From an optimization exercise on the open Yosys and OpenROAD flow, aimed at small area and a short achievable clock period; shortcuts taken in it are not production practice.
In this exercise RTL edits were held to simulation tests only and were not proved equivalent to the original.
Power is estimated from default activity; no workload was simulated.

run 1:
==> module peak_detect, before the edit <==
module peak_detect
(
	input  logic                                             main_clk,
	input  logic                                             arst_n_i,
	input  logic [4*4*8-1:0] ordered_i,
	input  logic                                             restart_i,   
	output logic [4*2*8-1:0]         peak_o       
);
	localparam int SW = 8;
	localparam int NS = 4;
	localparam int CW = NS * SW;
	logic [SW-1:0] word_max [4];   
	logic [SW-1:0] word_min [4];
	always_comb
	begin
		for (int c = 0; c < 4; c++)
		begin
			logic [NS-1:0] lt [NS];
			logic [NS-1:0] max_sel;
			logic [NS-1:0] min_sel;
			for (int i = 0; i < NS; i++)
				for (int j = 0; j < NS; j++)
					lt[i][j] = (i < j) && (ordered_i[c*CW + i*SW +: SW] < ordered_i[c*CW + j*SW +: SW]);
			for (int i = 0; i < NS; i++)
			begin
				max_sel[i] = 1'b1;
				min_sel[i] = 1'b1;
				for (int j = 0; j < NS; j++)
				begin
					if (j > i)
					begin
						max_sel[i] = max_sel[i] & !lt[i][j];
						min_sel[i] = min_sel[i] &  lt[i][j];
					end
					else if (j < i)
					begin
						max_sel[i] = max_sel[i] &  lt[j][i];
						min_sel[i] = min_sel[i] & !lt[j][i];
					end
				end
			end
			word_max[c] = '0;
			word_min[c] = '0;
			for (int i = 0; i < NS; i++)
			begin
				word_max[c] = word_max[c] | (ordered_i[c*CW + i*SW +: SW] & {SW{max_sel[i]}});
				word_min[c] = word_min[c] | (ordered_i[c*CW + i*SW +: SW] & {SW{min_sel[i]}});
			end
		end
	end
	always_ff @(posedge main_clk or negedge arst_n_i)
	begin
		if (!arst_n_i)
		begin
			for (int c = 0; c < 4; c++)
			begin
				peak_o[c*2*SW + SW +: SW] <= '0;
				peak_o[c*2*SW      +: SW] <= '1;   
			end
		end
		else
		begin
			for (int c = 0; c < 4; c++)
			begin
				if (restart_i || (word_max[c] > peak_o[c*2*SW + SW +: SW]))
					peak_o[c*2*SW + SW +: SW] <= word_max[c];
				if (restart_i || (word_min[c] < peak_o[c*2*SW +: SW]))
					peak_o[c*2*SW +: SW] <= word_min[c];
			end
		end
	end
endmodule
==> flow/config.mk <==
export PLATFORM = sky130hd
export DESIGN_NAME = adc_capture_top
export DESIGN_NICKNAME = adc_capture_top
export VERILOG_FILES = /design/flow/design.v
export SDC_FILE = /design/flow/constraint.sdc
export NUM_CORES = 4
export LEC_CHECK = 0
export CAP_MARGIN = 20
export CORE_MARGIN = 2
export CORE_UTILIZATION = 40
export SLEW_MARGIN = 20
==> flow/constraint.sdc <==
create_clock -name core_clock -period 6.6 [get_ports {main_clk}]
set_input_delay 1.3200 -clock core_clock [delete_from_list [all_inputs] [get_ports {main_clk}]]
set_output_delay 1.3200 -clock core_clock [all_outputs]
set_load 0.01 [all_outputs]
run.sh (not shown) runs the stock make flow with config.mk's settings and CLKGATE_MAP_FILE= SYNTH_SCRIPT=/design/flow/synth_recipe.tcl, a recipe that flattens the netlist after the stock synthesis.
Input-level comparison between run 2 and run 1:
--- a/flow/design.v
+++ b/flow/design.v
@@ -59,46 +59,25 @@
 	input  logic                                             restart_i,   
 	output logic [4*2*8-1:0]         peak_o       
 );
 	localparam int SW = 8;
-	localparam int NS = 4;
-	localparam int CW = NS * SW;
+	localparam int CW = 4 * 8;
 	logic [SW-1:0] word_max [4];   
 	logic [SW-1:0] word_min [4];
+	logic [SW-1:0] s;
 	always_comb
 	begin
 		for (int c = 0; c < 4; c++)
 		begin
-			logic [NS-1:0] lt [NS];
-			logic [NS-1:0] max_sel;
-			logic [NS-1:0] min_sel;
-			for (int i = 0; i < NS; i++)
-				for (int j = 0; j < NS; j++)
-					lt[i][j] = (i < j) && (ordered_i[c*CW + i*SW +: SW] < ordered_i[c*CW + j*SW +: SW]);
-			for (int i = 0; i < NS; i++)
-			begin
-				max_sel[i] = 1'b1;
-				min_sel[i] = 1'b1;
-				for (int j = 0; j < NS; j++)
-				begin
-					if (j > i)
-					begin
-						max_sel[i] = max_sel[i] & !lt[i][j];
-						min_sel[i] = min_sel[i] &  lt[i][j];
-					end
-					else if (j < i)
-					begin
-						max_sel[i] = max_sel[i] &  lt[j][i];
-						min_sel[i] = min_sel[i] & !lt[j][i];
-					end
-				end
-			end
-			word_max[c] = '0;
-			word_min[c] = '0;
-			for (int i = 0; i < NS; i++)
-			begin
-				word_max[c] = word_max[c] | (ordered_i[c*CW + i*SW +: SW] & {SW{max_sel[i]}});
-				word_min[c] = word_min[c] | (ordered_i[c*CW + i*SW +: SW] & {SW{min_sel[i]}});
+			word_max[c] = ordered_i[c*CW +: SW];
+			word_min[c] = ordered_i[c*CW +: SW];
+			for (int k = 1; k < 4; k++)
+			begin
+				s = ordered_i[c*CW + k*SW +: SW];
+				if (s > word_max[c])
+					word_max[c] = s;
+				if (s < word_min[c])
+					word_min[c] = s;
 			end
 		end
 	end
 	always_ff @(posedge main_clk or negedge arst_n_i)
@@ -110,15 +89,23 @@
 				peak_o[c*2*SW + SW +: SW] <= '0;
 				peak_o[c*2*SW      +: SW] <= '1;   
 			end
 		end
-		else
+		else if (restart_i)
 		begin
 			for (int c = 0; c < 4; c++)
 			begin
-				if (restart_i || (word_max[c] > peak_o[c*2*SW + SW +: SW]))
+				peak_o[c*2*SW + SW +: SW] <= word_max[c];
+				peak_o[c*2*SW      +: SW] <= word_min[c];
+			end
+		end
+		else
+		begin
+			for (int c = 0; c < 4; c++)
+			begin
+				if (word_max[c] > peak_o[c*2*SW + SW +: SW])
 					peak_o[c*2*SW + SW +: SW] <= word_max[c];
-				if (restart_i || (word_min[c] < peak_o[c*2*SW +: SW]))
+				if (word_min[c] < peak_o[c*2*SW +: SW])
 					peak_o[c*2*SW +: SW] <= word_min[c];
 			end
 		end
 	end
[summary]
- In run 2 the implementation completed, yet the final layout does not meet the checks, the culprit being setup timing.
- Comparing combinational power share for run 1 and run 2, the bigger number came from run 2.
- Compared with run 1, run 2 shows critical path buffer and inverter count higher by 4.
- The launching element of the worst setup path comes out u_lane_reorder.ordered_o[116] in one run and u_lane_reorder.ordered_o[111] in the other, namely in run 1 and run 2 respectively.
- [run 2 vs run 1] number of setup buffers added after CTS: higher in run 2
- Run 2 against run 1: final cell count shows an increase of 704; multi-input combinational cell area now larger; die outline area increased about 2%; proportion of power drawn by the clock network fell 1.5 points; number of inserted filler cells in the final layout picked up an extra 0.53%.
- Relative to run 1, standard cell core area increased by about 2.4% in run 2.
- The compound-cell area share of the yosys netlist of run 2 is higher than that of run 1.
- Lower core utilization was reported by run 1, not run 2.
- Taking run 2 as 1.0, run 1 lands at 0.920 on power.
- Shortest period the worst path allows on run 2 is up relative to run 1.
- Post-detailed-route wirelength per cell (run 2 vs. run 1) decreases by a few percent


== alpha ==
adc_capture_top, a different RTL version from the one above (not shown whole).
Size in the first run: about 5400 cells after synthesis, ~2400 flip-flops, roughly 340 I/O pins.
==> module snap_buffer, before the edit <==
module snap_buffer
(
	input  logic                                             main_clk,
	input  logic                                             arst_n_i,
	input  logic [4*4*8-1:0] word_i,    
	input  logic                                             start_i,   
	input  logic                                             clear_i,   
	input  logic [8-1:0]                          addr_i,
	output logic                                             ready_o,
	output logic [8-1:0]                         data_o
);
	localparam int SW         = 8;
	localparam int CW         = 4 * 8;
	localparam int WW         = 4 * CW;
	localparam int DEPTH      = 16;
	localparam int WR_CNT_W   = $clog2(16);
	localparam int LINE_SEL_W = $clog2(4 * 4);
	logic                       capturing;
	logic [WR_CNT_W-1:0]        cnt;       
	logic [DEPTH*WW-1:0]        ring;      
	logic [WR_CNT_W-1:0]        cnt_d;
	logic                       wr_early;
	assign cnt_d = (!capturing && start_i) ? '0 : WR_CNT_W'(cnt + 1'b1);
	assign wr_early = capturing ? (cnt != WR_CNT_W'(DEPTH-1)) : (start_i || !ready_o);
	always_ff @(posedge main_clk or negedge arst_n_i)
	begin
		if (!arst_n_i)
		begin
			capturing <= 1'b0;
			cnt       <= '0;
			ready_o   <= 1'b0;
		end
		else
		begin
			cnt <= cnt_d;
			if (clear_i)
			begin
				capturing <= 1'b0;
				ready_o   <= 1'b0;
			end
			else if (!capturing)
			begin
				if (start_i)
				begin
					capturing <= 1'b1;
					ready_o   <= 1'b0;
				end
			end
			else if (cnt == WR_CNT_W'(DEPTH-1))
			begin
				capturing <= 1'b0;
				ready_o   <= 1'b1;   
			end
		end
	end
	always_ff @(posedge main_clk)
	begin
		ring <= {ring[(DEPTH-1)*WW-1:0], wr_early ? word_i : ring[(DEPTH-1)*WW +: WW]};
	end
	localparam int NBYTE = WW / SW;   
	logic [DEPTH-1:0]           cnt_sum [WR_CNT_W];   
	logic [WR_CNT_W-1:0]        stage_entry [DEPTH];
	always_ff @(posedge main_clk or negedge arst_n_i)
	begin
		if (!arst_n_i)
		begin
			for (int i = 0; i < WR_CNT_W; i++)
				cnt_sum[i] <= '0;
		end
		else
		begin
			for (int i = 0; i < WR_CNT_W; i++)
				for (int c = 0; c < (1 << i); c++)
				begin
					logic [WR_CNT_W-1:0] sum;
					sum = WR_CNT_W'(cnt_d + WR_CNT_W'(c));
					cnt_sum[i][c] <= sum[i];
				end
		end
	end
	always_comb
	begin
		for (int s = 0; s < DEPTH; s++)
			for (int i = 0; i < WR_CNT_W; i++)
			begin
				logic [WR_CNT_W-1:0] c;
				c = WR_CNT_W'(DEPTH-s);
				stage_entry[s][i] = cnt_sum[i][c % (1 << i)] ^ c[i];
			end
	end
	logic [WR_CNT_W-1:0]        rd_word;
	logic [LINE_SEL_W-1:0]      rd_byte;
	logic [DEPTH-1:0]           stage_sel;
	logic [NBYTE-1:0]           byte_sel;
	logic [SW-1:0]              rd_data_n;
	assign rd_byte = addr_i[LINE_SEL_W-1:0];
	assign rd_word = addr_i[LINE_SEL_W +: WR_CNT_W];
	always_comb
	begin
		for (int b = 0; b < NBYTE; b++)
			byte_sel[b] = (rd_byte == LINE_SEL_W'(b));
	end
	for (genvar s = 0; s < DEPTH; s++)
	begin : g_stage
		snap_nib_eq u_eq (.a_i(rd_word), .b_i(stage_entry[s]), .eq_o(stage_sel[s]));
	end
	for (genvar k = 0; k < SW; k++)
	begin : g_bit
		logic [2*NBYTE-1:0] part;   
		for (genvar b = 0; b < NBYTE; b++)
		begin : g_lane
			logic [DEPTH-1:0] lane_bits;
			for (genvar st = 0; st < DEPTH; st++)
			begin : g_st
				assign lane_bits[st] = ring[st*WW + b*SW + k];
			end
			snap_stage_or u_stage (.d_i(lane_bits), .sel_i(stage_sel), .part_o(part[2*b +: 2]));
		end
		snap_byte_or u_byte (.part_i(part), .sel_i(byte_sel), .y_n_o(rd_data_n[k]));
	end
	always_ff @(posedge main_clk or negedge arst_n_i)
	begin
		if (!arst_n_i)
			data_o <= '0;
		else
			data_o <= ~rd_data_n ^ {1'b1, {(SW-1){1'b0}}};   
	end
endmodule
==> module snap_byte_or, before the edit <==
module snap_byte_or
(
	input  logic [31:0] part_i,
	input  logic [15:0] sel_i,
	output logic        y_n_o
);
	logic [15:0] hit;
	always_comb
	begin
		for (int b = 0; b < 16; b++)
			hit[b] = sel_i[b] & (part_i[2*b] | part_i[2*b+1]);
	end
	assign y_n_o = ~|hit;
endmodule
==> flow/config.mk <==
export PLATFORM = sky130hd
export DESIGN_NAME = adc_capture_top
export DESIGN_NICKNAME = adc_capture_top
export VERILOG_FILES = /design/flow/design.v
export SDC_FILE = /design/flow/constraint.sdc
export NUM_CORES = 4
export LEC_CHECK = 0
export CAP_MARGIN = 20
export CORE_MARGIN = 2
export CORE_UTILIZATION = 40
export CTS_CLUSTER_DIAMETER = 70
export CTS_CLUSTER_SIZE = 24
export SETUP_SLACK_MARGIN = 3.8
export SLEW_MARGIN = 20
export SYNTH_HIERARCHICAL = 1
==> flow/constraint.sdc <==
create_clock -name core_clock -period 6.6 [get_ports {main_clk}]
set_input_delay 1.3200 -clock core_clock [delete_from_list [all_inputs] [get_ports {main_clk}]]
set_output_delay 1.3200 -clock core_clock [all_outputs]
set_load 0.01 [all_outputs]
Modified inputs, beta compared to alpha
-- flow/design.v --
<<< alpha, line 295
	logic [DEPTH-1:0]           stage_sel;
	logic [NBYTE-1:0]           byte_sel;
	logic [SW-1:0]              rd_data_n;
	assign rd_byte = addr_i[LINE_SEL_W-1:0];
	assign rd_word = addr_i[LINE_SEL_W +: WR_CNT_W];
>>> beta, line 295
	logic [DEPTH-1:0]           stage_sel;
	logic [NBYTE-1:0]           byte_sel;
	logic [SW-1:0]              rd_data;
	assign rd_byte = addr_i[LINE_SEL_W-1:0];
	assign rd_word = addr_i[LINE_SEL_W +: WR_CNT_W];
<<< alpha, line 319
			snap_stage_or u_stage (.d_i(lane_bits), .sel_i(stage_sel), .part_o(part[2*b +: 2]));
		end
		snap_byte_or u_byte (.part_i(part), .sel_i(byte_sel), .y_n_o(rd_data_n[k]));
	end
	always_ff @(posedge main_clk or negedge arst_n_i)
>>> beta, line 319
			snap_stage_or u_stage (.d_i(lane_bits), .sel_i(stage_sel), .part_o(part[2*b +: 2]));
		end
		snap_byte_or u_byte (.part_i(part), .sel_i(byte_sel), .y_o(rd_data[k]));
	end
	always_ff @(posedge main_clk or negedge arst_n_i)
<<< alpha, line 326
			data_o <= '0;
		else
			data_o <= ~rd_data_n ^ {1'b1, {(SW-1){1'b0}}};   
	end
endmodule
>>> beta, line 326
			data_o <= '0;
		else
			data_o <= rd_data ^ {1'b1, {(SW-1){1'b0}}};   
	end
endmodule
<<< alpha, line 342
	input  logic [31:0] part_i,
	input  logic [15:0] sel_i,
	output logic        y_n_o
);
	logic [15:0] hit;
>>> beta, line 342
	input  logic [31:0] part_i,
	input  logic [15:0] sel_i,
	output logic        y_o
);
	logic [15:0] hit;
<<< alpha, line 350
			hit[b] = sel_i[b] & (part_i[2*b] | part_i[2*b+1]);
	end
	assign y_n_o = ~|hit;
endmodule
module snap_nib_eq
>>> beta, line 350
			hit[b] = sel_i[b] & (part_i[2*b] | part_i[2*b+1]);
	end
	assign y_o = |hit;
endmodule
module snap_nib_eq
Findings:
- Number of buffers inserted during clock tree synthesis in beta is 0.75% lower than in alpha
- Between alpha and beta, the difference in post-synth design cell area is negligible.
- On post-route clock skew, the lower figure sits with beta, not alpha.
- The count of clock-buffer cells in the layout of beta exceeds that of alpha by 5.
- alpha and beta ended up with roughly the same net count after synthesis.
- From alpha to beta the numbers moved as follows: data arrival time of the worst path rose 0.18 ns, wire length shows a reduction of 1.9%.


The RTL this note starts from:
==> flow/design.v <==
`timescale 1ns/1ps
module lane_reorder
(
	input  logic                                             main_clk,
	input  logic                                             arst_n_i,
	input  logic [4*4*8-1:0] raw_i,
	output logic [4*4*8-1:0] ordered_d,   
	output logic [4*4*8-1:0] ordered_o
);
	localparam int SW = 8;
	localparam int CW = 4 * 8;   
	localparam int LW = 2 * 8;   
	always_comb
	begin
		for (int c = 0; c < 4; c++)
			for (int m = 0; m < 2; m++)
			begin
				ordered_d[c*CW + (2*m)*SW   +: SW] = raw_i[c*CW +      m*SW +: SW];
				ordered_d[c*CW + (2*m+1)*SW +: SW] = raw_i[c*CW + LW + m*SW +: SW];
			end
	end
	always_ff @(posedge main_clk or negedge arst_n_i)
	begin
		if (!arst_n_i)
			ordered_o <= '0;
		else
			ordered_o <= ordered_d;   
	end
endmodule
`timescale 1ns/1ps
module sample_convert
(
	input  logic                                             main_clk,
	input  logic                                             arst_n_i,
	input  logic [4*4*8-1:0] ordered_i,
	output logic [4*4*8-1:0] signed_o
);
	localparam int SW = 8;
	logic [4*4*SW-1:0] signed_d;
	always_comb
	begin
		for (int i = 0; i < 4*4; i++)
			signed_d[i*SW +: SW] = ordered_i[i*SW +: SW] ^ {1'b1, {(SW-1){1'b0}}};
	end
	always_ff @(posedge main_clk or negedge arst_n_i)
	begin
		if (!arst_n_i)
			signed_o <= '0;
		else
			signed_o <= signed_d;
	end
endmodule
`timescale 1ns/1ps
module peak_detect
(
	input  logic                                             main_clk,
	input  logic                                             arst_n_i,
	input  logic [4*4*8-1:0] ordered_d,   
	input  logic [4*4*8-1:0] ordered_i,   
	input  logic                                             restart_i,   
	output logic [4*2*8-1:0]         peak_o       
);
	localparam int SW = 8;
	localparam int NS = 4;
	localparam int CW = NS * SW;
	localparam int NC = 4;
	logic [NS-1:0] lt_d [NC][NS];
	logic [NS-1:0] lt_q [NC][NS];
	logic [NS-1:0] lt_pair [NC][NS];
	for (genvar c = 0; c < NC; c++)
	begin : g_core
		for (genvar i = 0; i < NS; i++)
		begin : g_i
			for (genvar j = 0; j < NS; j++)
			begin : g_j
				if (i < j)
				begin : g_cmp
					peak_lt u_lt
					(
						.a_i  (ordered_d[c*CW + i*SW +: SW]),
						.b_i  (ordered_d[c*CW + j*SW +: SW]),
						.lt_o (lt_pair[c][i][j])
					);
				end
				else
				begin : g_none
					assign lt_pair[c][i][j] = 1'b0;
				end
			end
		end
	end
	always_comb
	begin
		for (int c = 0; c < NC; c++)
			for (int i = 0; i < NS; i++)
				for (int j = 0; j < NS; j++)
					lt_d[c][i][j] = (i < j) && lt_pair[c][i][j];
	end
	always_ff @(posedge main_clk or negedge arst_n_i)
	begin
		if (!arst_n_i)
		begin
			for (int c = 0; c < NC; c++)
				for (int i = 0; i < NS; i++)
					lt_q[c][i] <= '0;
		end
		else
		begin
			for (int c = 0; c < NC; c++)
				for (int i = 0; i < NS; i++)
					lt_q[c][i] <= lt_d[c][i];
		end
	end
	logic [SW-1:0] word_max [NC];   
	logic [SW-1:0] word_min [NC];
	always_comb
	begin
		for (int c = 0; c < NC; c++)
		begin
			logic [NS-1:0] max_sel;
			logic [NS-1:0] min_sel;
			for (int i = 0; i < NS; i++)
			begin
				max_sel[i] = 1'b1;
				min_sel[i] = 1'b1;
				for (int j = 0; j < NS; j++)
				begin
					if (j > i)
					begin
						max_sel[i] = max_sel[i] & !lt_q[c][i][j];
						min_sel[i] = min_sel[i] &  lt_q[c][i][j];
					end
					else if (j < i)
					begin
						max_sel[i] = max_sel[i] &  lt_q[c][j][i];
						min_sel[i] = min_sel[i] & !lt_q[c][j][i];
					end
				end
			end
			word_max[c] = '0;
			word_min[c] = '0;
			for (int i = 0; i < NS; i++)
			begin
				word_max[c] = word_max[c] | (ordered_i[c*CW + i*SW +: SW] & {SW{max_sel[i]}});
				word_min[c] = word_min[c] | (ordered_i[c*CW + i*SW +: SW] & {SW{min_sel[i]}});
			end
		end
	end
	logic [NC-1:0] max_up;   
	logic [NC-1:0] min_dn;   
	for (genvar c = 0; c < NC; c++)
	begin : g_run
		peak_lt u_max (.a_i(peak_o[c*2*SW + SW +: SW]), .b_i(word_max[c]), .lt_o(max_up[c]));
		peak_lt u_min (.a_i(word_min[c]), .b_i(peak_o[c*2*SW +: SW]), .lt_o(min_dn[c]));
	end
	always_ff @(posedge main_clk or negedge arst_n_i)
	begin
		if (!arst_n_i)
		begin
			for (int c = 0; c < NC; c++)
			begin
				peak_o[c*2*SW + SW +: SW] <= '0;
				peak_o[c*2*SW      +: SW] <= '1;   
			end
		end
		else
		begin
			for (int c = 0; c < NC; c++)
			begin
				if (restart_i || max_up[c])
					peak_o[c*2*SW + SW +: SW] <= word_max[c];
				if (restart_i || min_dn[c])
					peak_o[c*2*SW +: SW] <= word_min[c];
			end
		end
	end
endmodule
module peak_lt
(
	input  logic [8-1:0] a_i,
	input  logic [8-1:0] b_i,
	output logic                     lt_o
);
	logic [7:0] below;       
	logic [7:0] not_above;   
	logic [3:0] l1, k1;
	logic [1:0] l2, k2;
	assign below     = ~a_i & b_i;
	assign not_above = ~(a_i & ~b_i);
	for (genvar j = 0; j < 4; j++)
	begin : g_l1
		assign l1[j] = below[2*j+1] | (not_above[2*j+1] & below[2*j]);
		assign k1[j] = not_above[2*j+1] & not_above[2*j];
	end
	for (genvar j = 0; j < 2; j++)
	begin : g_l2
		assign l2[j] = l1[2*j+1] | (k1[2*j+1] & l1[2*j]);
		assign k2[j] = k1[2*j+1] & k1[2*j];
	end
	assign lt_o = l2[1] | (k2[1] & l2[0]);
endmodule
`timescale 1ns/1ps
module snap_buffer
(
	input  logic                                             main_clk,
	input  logic                                             arst_n_i,
	input  logic [4*4*8-1:0] word_i,    
	input  logic                                             start_i,   
	input  logic                                             clear_i,   
	input  logic [8-1:0]                          addr_i,
	output logic                                             ready_o,
	output logic [8-1:0]                         data_o
);
	localparam int SW         = 8;
	localparam int CW         = 4 * 8;
	localparam int WW         = 4 * CW;
	localparam int DEPTH      = 16;
	localparam int WR_CNT_W   = $clog2(16);
	localparam int LINE_SEL_W = $clog2(4 * 4);
	logic                       capturing;
	logic [WR_CNT_W-1:0]        cnt;       
	logic [DEPTH*WW-1:0]        ring;      
	logic [WR_CNT_W-1:0]        cnt_d;
	logic                       wr_early;
	assign cnt_d = (!capturing && start_i) ? '0 : WR_CNT_W'(cnt + 1'b1);
	assign wr_early = capturing ? (cnt != WR_CNT_W'(DEPTH-1)) : (start_i || !ready_o);
	always_ff @(posedge main_clk or negedge arst_n_i)
	begin
		if (!arst_n_i)
		begin
			capturing <= 1'b0;
			cnt       <= '0;
			ready_o   <= 1'b0;
		end
		else
		begin
			cnt <= cnt_d;
			if (clear_i)
			begin
				capturing <= 1'b0;
				ready_o   <= 1'b0;
			end
			else if (!capturing)
			begin
				if (start_i)
				begin
					capturing <= 1'b1;
					ready_o   <= 1'b0;
				end
			end
			else if (cnt == WR_CNT_W'(DEPTH-1))
			begin
				capturing <= 1'b0;
				ready_o   <= 1'b1;   
			end
		end
	end
	always_ff @(posedge main_clk)
	begin
		ring <= {ring[(DEPTH-1)*WW-1:0], wr_early ? word_i : ring[(DEPTH-1)*WW +: WW]};
	end
	localparam int NBYTE = WW / SW;   
	logic [DEPTH-1:0]           cnt_sum [WR_CNT_W];   
	logic [WR_CNT_W-1:0]        stage_entry [DEPTH];
	always_ff @(posedge main_clk or negedge arst_n_i)
	begin
		if (!arst_n_i)
		begin
			for (int i = 0; i < WR_CNT_W; i++)
				cnt_sum[i] <= '0;
		end
		else
		begin
			for (int i = 0; i < WR_CNT_W; i++)
				for (int c = 0; c < (1 << i); c++)
				begin
					logic [WR_CNT_W-1:0] sum;
					sum = WR_CNT_W'(cnt_d + WR_CNT_W'(c));
					cnt_sum[i][c] <= sum[i];
				end
		end
	end
	always_comb
	begin
		for (int s = 0; s < DEPTH; s++)
			for (int i = 0; i < WR_CNT_W; i++)
			begin
				logic [WR_CNT_W-1:0] c;
				c = WR_CNT_W'(DEPTH-s);
				stage_entry[s][i] = cnt_sum[i][c % (1 << i)] ^ c[i];
			end
	end
	logic [WR_CNT_W-1:0]        rd_word;
	logic [LINE_SEL_W-1:0]      rd_byte;
	logic [DEPTH-1:0]           stage_sel;
	logic [NBYTE-1:0]           byte_sel;
	logic [SW-1:0]              rd_data_n;
	assign rd_byte = addr_i[LINE_SEL_W-1:0];
	assign rd_word = addr_i[LINE_SEL_W +: WR_CNT_W];
	always_comb
	begin
		for (int b = 0; b < NBYTE; b++)
			byte_sel[b] = (rd_byte == LINE_SEL_W'(b));
	end
	for (genvar s = 0; s < DEPTH; s++)
	begin : g_stage
		snap_nib_eq u_eq (.a_i(rd_word), .b_i(stage_entry[s]), .eq_o(stage_sel[s]));
	end
	for (genvar k = 0; k < SW; k++)
	begin : g_bit
		logic [2*DEPTH-1:0] part;   
		for (genvar st = 0; st < DEPTH; st++)
		begin : g_st
			logic [NBYTE-1:0] stage_bits;
			for (genvar b = 0; b < NBYTE; b++)
			begin : g_lane
				assign stage_bits[b] = ring[st*WW + b*SW + k];
			end
			snap_sel_or u_lanes (.d_i(stage_bits), .sel_i(byte_sel), .part_o(part[2*st +: 2]));
		end
		snap_sel_nor u_stages (.part_i(part), .sel_i(stage_sel), .y_n_o(rd_data_n[k]));
	end
	always_ff @(posedge main_clk or negedge arst_n_i)
	begin
		if (!arst_n_i)
			data_o <= '0;
		else
			data_o <= ~rd_data_n ^ {1'b1, {(SW-1){1'b0}}};   
	end
endmodule
module snap_sel_or
(
	input  logic [15:0] d_i,
	input  logic [15:0] sel_i,
	output logic [1:0]  part_o
);
	assign part_o[0] = |(d_i[7:0]  & sel_i[7:0]);
	assign part_o[1] = |(d_i[15:8] & sel_i[15:8]);
endmodule
module snap_sel_nor
(
	input  logic [31:0] part_i,
	input  logic [15:0] sel_i,
	output logic        y_n_o
);
	logic [15:0] hit;
	always_comb
	begin
		for (int b = 0; b < 16; b++)
			hit[b] = sel_i[b] & (part_i[2*b] | part_i[2*b+1]);
	end
	assign y_n_o = ~|hit;
endmodule
module snap_nib_eq
(
	input  logic [3:0] a_i,
	input  logic [3:0] b_i,
	output logic       eq_o
);
	assign eq_o = (a_i == b_i);
endmodule
`timescale 1ns/1ps
module adc_capture_top
(
	input  logic                      main_clk,
	input  logic                      arst_n_i,
	input  logic [127:0]              adc_raw_i,
	input  logic                      peak_rst_i,     
	input  logic                      snap_start_i,
	input  logic                      snap_rst_i,
	input  logic [7:0]                snap_addr_i,
	output logic [127:0]              adc_data_o,     
	output logic [63:0]               adc_peak_o,     
	output logic                      snap_ready_o,
	output logic [7:0]                snap_data_o
);
	logic [127:0] ordered_word;
	logic [127:0] ordered_next;   
	lane_reorder u_lane_reorder
	(
		.main_clk  (main_clk),
		.arst_n_i  (arst_n_i),
		.raw_i     (adc_raw_i),
		.ordered_d (ordered_next),
		.ordered_o (ordered_word)
	);
	sample_convert u_sample_convert
	(
		.main_clk  (main_clk),
		.arst_n_i  (arst_n_i),
		.ordered_i (ordered_word),
		.signed_o  (adc_data_o)
	);
	peak_detect u_peak_detect
	(
		.main_clk  (main_clk),
		.arst_n_i  (arst_n_i),
		.ordered_d (ordered_next),
		.ordered_i (ordered_word),
		.restart_i (peak_rst_i),
		.peak_o    (adc_peak_o)
	);
	snap_buffer u_snap_buffer
	(
		.main_clk (main_clk),
		.arst_n_i (arst_n_i),
		.word_i   (ordered_word),
		.start_i  (snap_start_i),
		.clear_i  (snap_rst_i),
		.addr_i   (snap_addr_i),
		.ready_o  (snap_ready_o),
		.data_o   (snap_data_o)
	);
endmodule
make LEC_CHECK=0 CAP_MARGIN=20 CORE_MARGIN=2 CORE_UTILIZATION=40 CTS_CLUSTER_DIAMETER=70 CTS_CLUSTER_SIZE=24 SETUP_SLACK_MARGIN=3.8 SLEW_MARGIN=20 SYNTH_HIERARCHICAL=1 finish   # period 6.6 ns
The baseline produced a clean layout.
==> next run, changes <==
--- a/flow/design.v
+++ b/flow/design.v
@@ -221,9 +221,7 @@
 	logic [WR_CNT_W-1:0]        cnt;       
 	logic [DEPTH*WW-1:0]        ring;      
 	logic [WR_CNT_W-1:0]        cnt_d;
-	logic                       wr_early;
 	assign cnt_d = (!capturing && start_i) ? '0 : WR_CNT_W'(cnt + 1'b1);
-	assign wr_early = capturing ? (cnt != WR_CNT_W'(DEPTH-1)) : (start_i || !ready_o);
 	always_ff @(posedge main_clk or negedge arst_n_i)
 	begin
 		if (!arst_n_i)
@@ -257,7 +255,7 @@
 	end
 	always_ff @(posedge main_clk)
 	begin
-		ring <= {ring[(DEPTH-1)*WW-1:0], wr_early ? word_i : ring[(DEPTH-1)*WW +: WW]};
+		ring <= {ring[(DEPTH-1)*WW-1:0], ready_o ? ring[(DEPTH-1)*WW +: WW] : word_i};
 	end
 	localparam int NBYTE = WW / SW;   
 	logic [DEPTH-1:0]           cnt_sum [WR_CNT_W];   
@@ -286,7 +284,7 @@
 			for (int i = 0; i < WR_CNT_W; i++)
 			begin
 				logic [WR_CNT_W-1:0] c;
-				c = WR_CNT_W'(DEPTH-s);
+				c = WR_CNT_W'(DEPTH-1-s);
 				stage_entry[s][i] = cnt_sum[i][c % (1 << i)] ^ c[i];
 			end
 	end
@@ -294,7 +292,7 @@
 	logic [LINE_SEL_W-1:0]      rd_byte;
 	logic [DEPTH-1:0]           stage_sel;
 	logic [NBYTE-1:0]           byte_sel;
-	logic [SW-1:0]              rd_data_n;
+	logic [SW-1:0]              rd_data;
 	assign rd_byte = addr_i[LINE_SEL_W-1:0];
 	assign rd_word = addr_i[LINE_SEL_W +: WR_CNT_W];
 	always_comb
@@ -308,27 +306,27 @@
 	end
 	for (genvar k = 0; k < SW; k++)
 	begin : g_bit
-		logic [2*DEPTH-1:0] part;   
-		for (genvar st = 0; st < DEPTH; st++)
-		begin : g_st
-			logic [NBYTE-1:0] stage_bits;
-			for (genvar b = 0; b < NBYTE; b++)
-			begin : g_lane
-				assign stage_bits[b] = ring[st*WW + b*SW + k];
+		logic [2*NBYTE-1:0] part;   
+		for (genvar b = 0; b < NBYTE; b++)
+		begin : g_lane
+			logic [DEPTH-1:0] lane_bits;
+			for (genvar st = 0; st < DEPTH; st++)
+			begin : g_st
+				assign lane_bits[st] = ring[st*WW + b*SW + k];
 			end
-			snap_sel_or u_lanes (.d_i(stage_bits), .sel_i(byte_sel), .part_o(part[2*st +: 2]));
+			snap_stage_or u_stage (.d_i(lane_bits), .sel_i(stage_sel), .part_o(part[2*b +: 2]));
 		end
-		snap_sel_nor u_stages (.part_i(part), .sel_i(stage_sel), .y_n_o(rd_data_n[k]));
+		snap_byte_or u_byte (.part_i(part), .sel_i(byte_sel), .y_o(rd_data[k]));
 	end
 	always_ff @(posedge main_clk or negedge arst_n_i)
 	begin
 		if (!arst_n_i)
 			data_o <= '0;
 		else
-			data_o <= ~rd_data_n ^ {1'b1, {(SW-1){1'b0}}};   
+			data_o <= rd_data;   
 	end
 endmodule
-module snap_sel_or
+module snap_stage_or
 (
 	input  logic [15:0] d_i,
 	input  logic [15:0] sel_i,
@@ -337,11 +335,11 @@
 	assign part_o[0] = |(d_i[7:0]  & sel_i[7:0]);
 	assign part_o[1] = |(d_i[15:8] & sel_i[15:8]);
 endmodule
-module snap_sel_nor
+module snap_byte_or
 (
 	input  logic [31:0] part_i,
 	input  logic [15:0] sel_i,
-	output logic        y_n_o
+	output logic        y_o
 );
 	logic [15:0] hit;
 	always_comb
@@ -349,7 +347,7 @@
 		for (int b = 0; b < 16; b++)
 			hit[b] = sel_i[b] & (part_i[2*b] | part_i[2*b+1]);
 	end
-	assign y_n_o = ~|hit;
+	assign y_o = |hit;
 endmodule
 module snap_nib_eq
 (
@@ -404,7 +402,7 @@
 	(
 		.main_clk (main_clk),
 		.arst_n_i (arst_n_i),
-		.word_i   (ordered_word),
+		.word_i   (adc_data_o),
 		.start_i  (snap_start_i),
 		.clear_i  (snap_rst_i),
 		.addr_i   (snap_addr_i),
Global-route usage grows by 3.2 points.
Routed wire length increases by roughly a tenth.
Synthesized cell count does not change.
Die area decreases slightly.
Critical path depth rose by 1.
Area after synthesis goes down slightly.
Worst hold slack gets better by 8.1 ps.
Final cell count rises slightly.
Sequential power stays flat.
Setup slack gets worse by 230 ps.
Clock-buffer cell count is unchanged.
Maximum frequency drops by a little under a tenth.
Flip-flop and latch count stays the same.
Register-to-register slack got worse by 430 ps.

## static timing again, ports no longer ideal
Ports are ideal in the flow. The routed layouts listed here were re-timed in OpenROAD.
Step 1 sets driving cells, clkbuf_16 on the clock port and buf_2 on the other inputs (assumed; they add their load-dependent delay and slew).
Step 2 adds t to the input delays and takes it off the output delays; t is the mean of the earliest and latest rising clock arrival at the registers after step 1. Input paths then give back, and output paths get back, about the clock's delay inside the block.
Slacks: no drivers / after step 1 / after step 2; pairs: no drivers / after step 1.
| run | shift t [ns] | setup WS [ns] | slew at the worst register clock pin (ns) | cell pins on the clock port's net |
|---|---|---|---|---|
| run 1 | 0.947 | 1.362 / 1.362 / 0.445 | 0.07 / 0.07 | 1 |
| run 2 | 0.939 | -0.371 / -0.371 / -0.371 | 0.07 / 0.07 | 1 |
| alpha | 0.888 | 3.581 / 3.571 / 2.683 | 0.10 / 0.10 | 1 |
| beta | 0.897 | 3.374 / 3.394 / 2.502 | 0.10 / 0.10 | 1 |
| the first run of note 3 | 0.877 | 3.632 / 3.677 / 2.800 | 0.10 / 0.10 | 1 |
| the second run of note 3 | 0.859 | 3.405 / 3.352 / 2.493 | 0.10 / 0.10 | 1 |
The setup slack of run 1, which loses most, moves by 0.000 ns with the drivers and by -0.917 ns with both steps.
